What follows belongs to an exercise in optimizing a design on an open flow for small area, a short achievable clock period and few clock cycles per item; a production flow would make more cautious choices.
Where RTL was checked, it was by simulation tests only, not by an equivalence proof against the original.

run A:
## nn_accel
module nn_accel (
    input  logic         clk_i,
    input  logic         rst_i,
    input  logic         cmd_strobe_i,
    input  logic [31:0]  cmd_addr_i,
    output logic         mem_req_strobe_o,
    output logic         mem_req_rw_o,
    output logic [31:0]  mem_req_addr_o,
    output logic [31:0]  mem_req_wdata_o,
    input  logic         mem_rsp_ready_i,
    input  logic [127:0] mem_rsp_line_i,
    output logic         done_o,
    output logic [31:0]  class_o
);
    localparam int K  = 8;
    localparam int KW = 3;
    localparam int FD = 3;         
    localparam int FW = 2;
    localparam logic [1:0] RK_LINE = 2'd0;
    localparam logic [1:0] RK_SIZ  = 2'd2;
    localparam logic [1:0] RK_WR   = 2'd3;
    localparam int MW = 1 + 1 + KW + 3 + 2 + 2 + 1 + 1;
    typedef enum logic [2:0] {
        F_IDLE, F_HDR, F_DESC, F_LINIT, F_GINIT, F_STEP, F_LWAIT, F_FIN
    } fstate_e;
    logic          strobe_q;
    logic          rw_q;
    logic [29:0]   addr_q;
    logic [31:0]   wdata_q;
    logic          pend_q;        
    logic [FD-1:0] arm_slot_q;    
    logic          arm_hdr_q;     
    logic          arm_siz_q;     
    logic          arm_last_q;    
    logic          pr_v;          
    logic [1:0]    pr_kind;
    logic          pr_last;
    logic [FD-1:0] pr_sl;         
    logic [FW:0]   credit_q;      
    logic [FW-1:0] rp_q;          
    logic          done_q;
    logic          idle_q;
    logic          accept;
    logic          issue;
    logic          pop;
    assign mem_req_strobe_o = strobe_q;
    assign mem_req_rw_o     = rw_q;
    assign mem_req_addr_o   = {addr_q, 2'b00};
    assign mem_req_wdata_o  = wdata_q;
    assign done_o           = done_q;
    assign accept = cmd_strobe_i && idle_q;
    assign issue  = pr_v && (!pend_q || mem_rsp_ready_i);
    fstate_e       fs_q;
    logic [6:0]    sz_q [4];
    logic [2:0]    nl_q;           
    logic [1:0]    l_q;            
    logic [6:0]    n_q;            
  ...
Size in the first run: roughly 7,600 cells after synthesis, roughly 1,600 flip-flops, ~260 I/O pins, about 89,000 um^2 of cells after synthesis.
export LEC_CHECK = 0
export CAP_MARGIN = 20
export CORE_MARGIN = 2
export CORE_UTILIZATION = 55
export SLEW_MARGIN = 20
create_clock -name core_clock -period 12.0 [get_ports {clk_i}]
standard.sh (not shown) runs the stock make flow with config.mk's settings and CLKGATE_MAP_FILE= SYNTH_SCRIPT=/design/flow/synth_recipe.tcl, a recipe that flattens the netlist after the stock synthesis.
==> flow/flow/run.sh <==
#!/bin/bash
set -euo pipefail
export SETUP_SLACK_MARGIN=8
export BUFFER_PORTS_ARGS="-buffer_cell sky130_fd_sc_hd__buf_4"
export CTS_ARGS="-sink_clustering_enable -repair_clock_nets -dont_use_dummy_load"
bash standard.sh > standard_flow.log 2>&1
The following lists how run B was set up differently from run A:
--- a/flow/design.v
+++ b/flow/design.v
@@ -2649,23 +2649,27 @@
     logic          done_q;
     logic          idle_q;
     logic          accept;
     logic          issue;
     logic          pop;
     assign mem_req_strobe_o = strobe_q;
     assign mem_req_rw_o     = rw_q;
     assign mem_req_addr_o   = {addr_q, 2'b00};
     assign mem_req_wdata_o  = wdata_q;
     assign done_o           = done_q;
     assign accept = cmd_strobe_i && idle_q;
-    assign issue  = pr_v && (!pend_q || mem_rsp_ready_i);
+    logic          new_prep;
+    logic [1:0]    iss_kind;
+    logic [FD-1:0] iss_sl;
+    logic          iss_last;
+    assign issue  = (pr_v || new_prep) && (!pend_q || mem_rsp_ready_i);
     fstate_e       fs_q;
     logic [6:0]    sz_q [4];
     logic [2:0]    nl_q;           
     logic [1:0]    l_q;            
     logic [6:0]    n_q;            
     logic [6:0]    m_q;            
     logic [6:0]    j0_q;           
     logic [3:0]    g_q;            
     logic [29:0]   p_q;            
     logic [29:0]   r0_q;           
     logic [29:0]   arow0_q;        
@@ -2761,58 +2765,68 @@
     assign rem_c    = m_q - j0_q;
     assign gnew_c   = (rem_c > 7'(K)) ? 4'(K) : rem_c[3:0];
     assign f_req    = item_in_q ? c_inok_q : c_ok_q;
     assign w_go     = !pr_v && wact_q && (wprio_q || !f_req || (credit_q == '0 && !pop) || fs_q != F_STEP);
     assign w_lastg  = ({1'b0, wk_q} == wg_q - 4'd1);
     assign f_prep   = (fs_q == F_STEP) && f_req && !pr_v && !w_go && (credit_q != '0 || pop);
     assign f_adv    = (fs_q == F_STEP) && (!f_req || f_prep);
     assign step_end = !item_in_q && ({1'b0, k_q} == g_q - 4'd1);
     assign ginit_go = (fs_q == F_GINIT) && gtok_q != 2'd2;
     assign meta_c   = item_in_q ? {fgp_q, 1'b0, KW'(0), wpar_q, 2'b00, 2'd0, 2'd0, 1'b0, 1'b0}
                                 : {fgp_q, 1'b1, k_q, c_base_q, c_tlo_q, c_thi_q, c_hf_q, c_hb_q};
+    assign new_prep = w_go || f_prep;
+    always_comb begin
+        iss_kind = pr_kind;
+        iss_sl   = pr_sl;
+        iss_last = pr_last;
+        if (!pr_v) begin
+            iss_kind = w_go ? RK_WR : RK_LINE;
+            iss_last = w_go && last_layer && (wj_q == m_q - 7'd1);
+            for (int i = 0; i < FD; i++) iss_sl[i] = f_prep && (rp_q == FW'(i));
+        end
+    end
     always_ff @(posedge clk_i) begin
         if (rst_i) begin
             strobe_q   <= 1'b0;
             pend_q     <= 1'b0;
             arm_slot_q <= '0;
             arm_hdr_q  <= 1'b0;
             arm_siz_q  <= 1'b0;
             arm_last_q <= 1'b0;
             pr_v       <= 1'b0;
             done_q     <= 1'b0;
             idle_q     <= 1'b1;
             fs_q       <= F_IDLE;
             wact_q     <= 1'b0;
             am_v_q     <= 1'b0;
             gtok_q     <= 2'd0;
             fgp_q      <= 1'b0;
             wprio_q    <= 1'b0;
         end else begin
             strobe_q <= issue || accept;
             done_q   <= mem_rsp_ready_i && arm_last_q;
             if (issue || accept) begin
                 pend_q     <= 1'b1;
-                arm_slot_q <= '0;
                 arm_hdr_q  <= accept;
-                arm_siz_q  <= issue && pr_kind == RK_SIZ;
-                arm_last_q <= issue && pr_kind == RK_WR && pr_last;
-                arm_slot_q <= issue ? pr_sl : '0;
+                arm_siz_q  <= issue && iss_kind == RK_SIZ;
+                arm_last_q <= issue && iss_kind == RK_WR && iss_last;
+                arm_slot_q <= issue ? iss_sl : '0;
             end else if (mem_rsp_ready_i) begin
                 pend_q     <= 1'b0;
                 arm_slot_q <= '0;
                 arm_hdr_q  <= 1'b0;
                 arm_siz_q  <= 1'b0;
                 arm_last_q <= 1'b0;
             end
+            if ((fs_q == F_HDR) || new_prep) pr_v <= 1'b1;
             if (issue) pr_v <= 1'b0;
-            if ((fs_q == F_HDR) || w_go || f_prep) pr_v <= 1'b1;
             if (accept) begin
                 idle_q <= 1'b0;
                 fs_q   <= F_HDR;
             end
             if (mem_rsp_ready_i && arm_last_q) begin
                 idle_q <= 1'b1;
                 fs_q   <= F_IDLE;
             end
             if (complete) wact_q <= 1'b1;
             if (w_go && w_lastg) wact_q <= 1'b0;
             if (w_go) wprio_q <= 1'b0;
## What came out
The end of the critical path comes out u_mac.acc_q[0][28] in one run and u_mac.acc_q[0][30] in the other, namely in run A and run B respectively.
Against run A, run B comes in 0.29 points lower on share of final-layout standard cells stronger than drive strength 1.
Looking at slowest stage cell on the critical path, the fa_2 result is from run B; the or4b_1 one comes from run A.
Delta (run B minus run A): final cell count lower, number of gates resized after cts higher, number of placed instances, taps included lower, sequential fraction of the synthesis area higher, worst relative slew slack lower.
Delta (run B minus run A): final worst-path setup slack increased 0.037 ns, proportion of synthesized area in mux cells held steady.
Testbench counts of run B, summed over its fixed seeds: cycles 89,877, inferences 48.
The RTL of run A was laid out without a check of its function.

## port drivers added, routing unchanged
In the flow no input, the clock included, has a driving cell. The finished layouts below were timed again as built, in two steps.
Step 1 (the two cells are an assumption about what drives the block):
set clk [get_ports {clk_i}]
set_driving_cell -lib_cell sky130_fd_sc_hd__clkbuf_16 $clk
set_driving_cell -lib_cell sky130_fd_sc_hd__buf_2 [delete_from_list [all_inputs] $clk]
Step 2 moves the port delays by t, midway between the first and last clock arrival at a register: inputs arrive t later, outputs are due t later. That takes back most of the time a late clock gives input paths.
Slacks: ideal ports / drivers / drivers and shift; pairs: ideal ports / drivers.
| run | shift t [ns] | setup slack, ns | worst hold slack (ns) | clock arrival spread, ns |
|---|---|---|---|---|
| run A | 0.871 | 7.999 / 7.981 / 7.514 | 0.315 / 0.315 / 0.315 | 0.103 / 0.103 |
| run B | 0.871 | 8.036 / 7.983 / 8.036 | 0.313 / 0.313 / 0.313 | 0.125 / 0.125 |
After both steps setup and hold are still met in every run listed. For run A, which loses most, drivers alone change the setup slack by -0.018 ns; drivers and shift together by -0.485 ns.
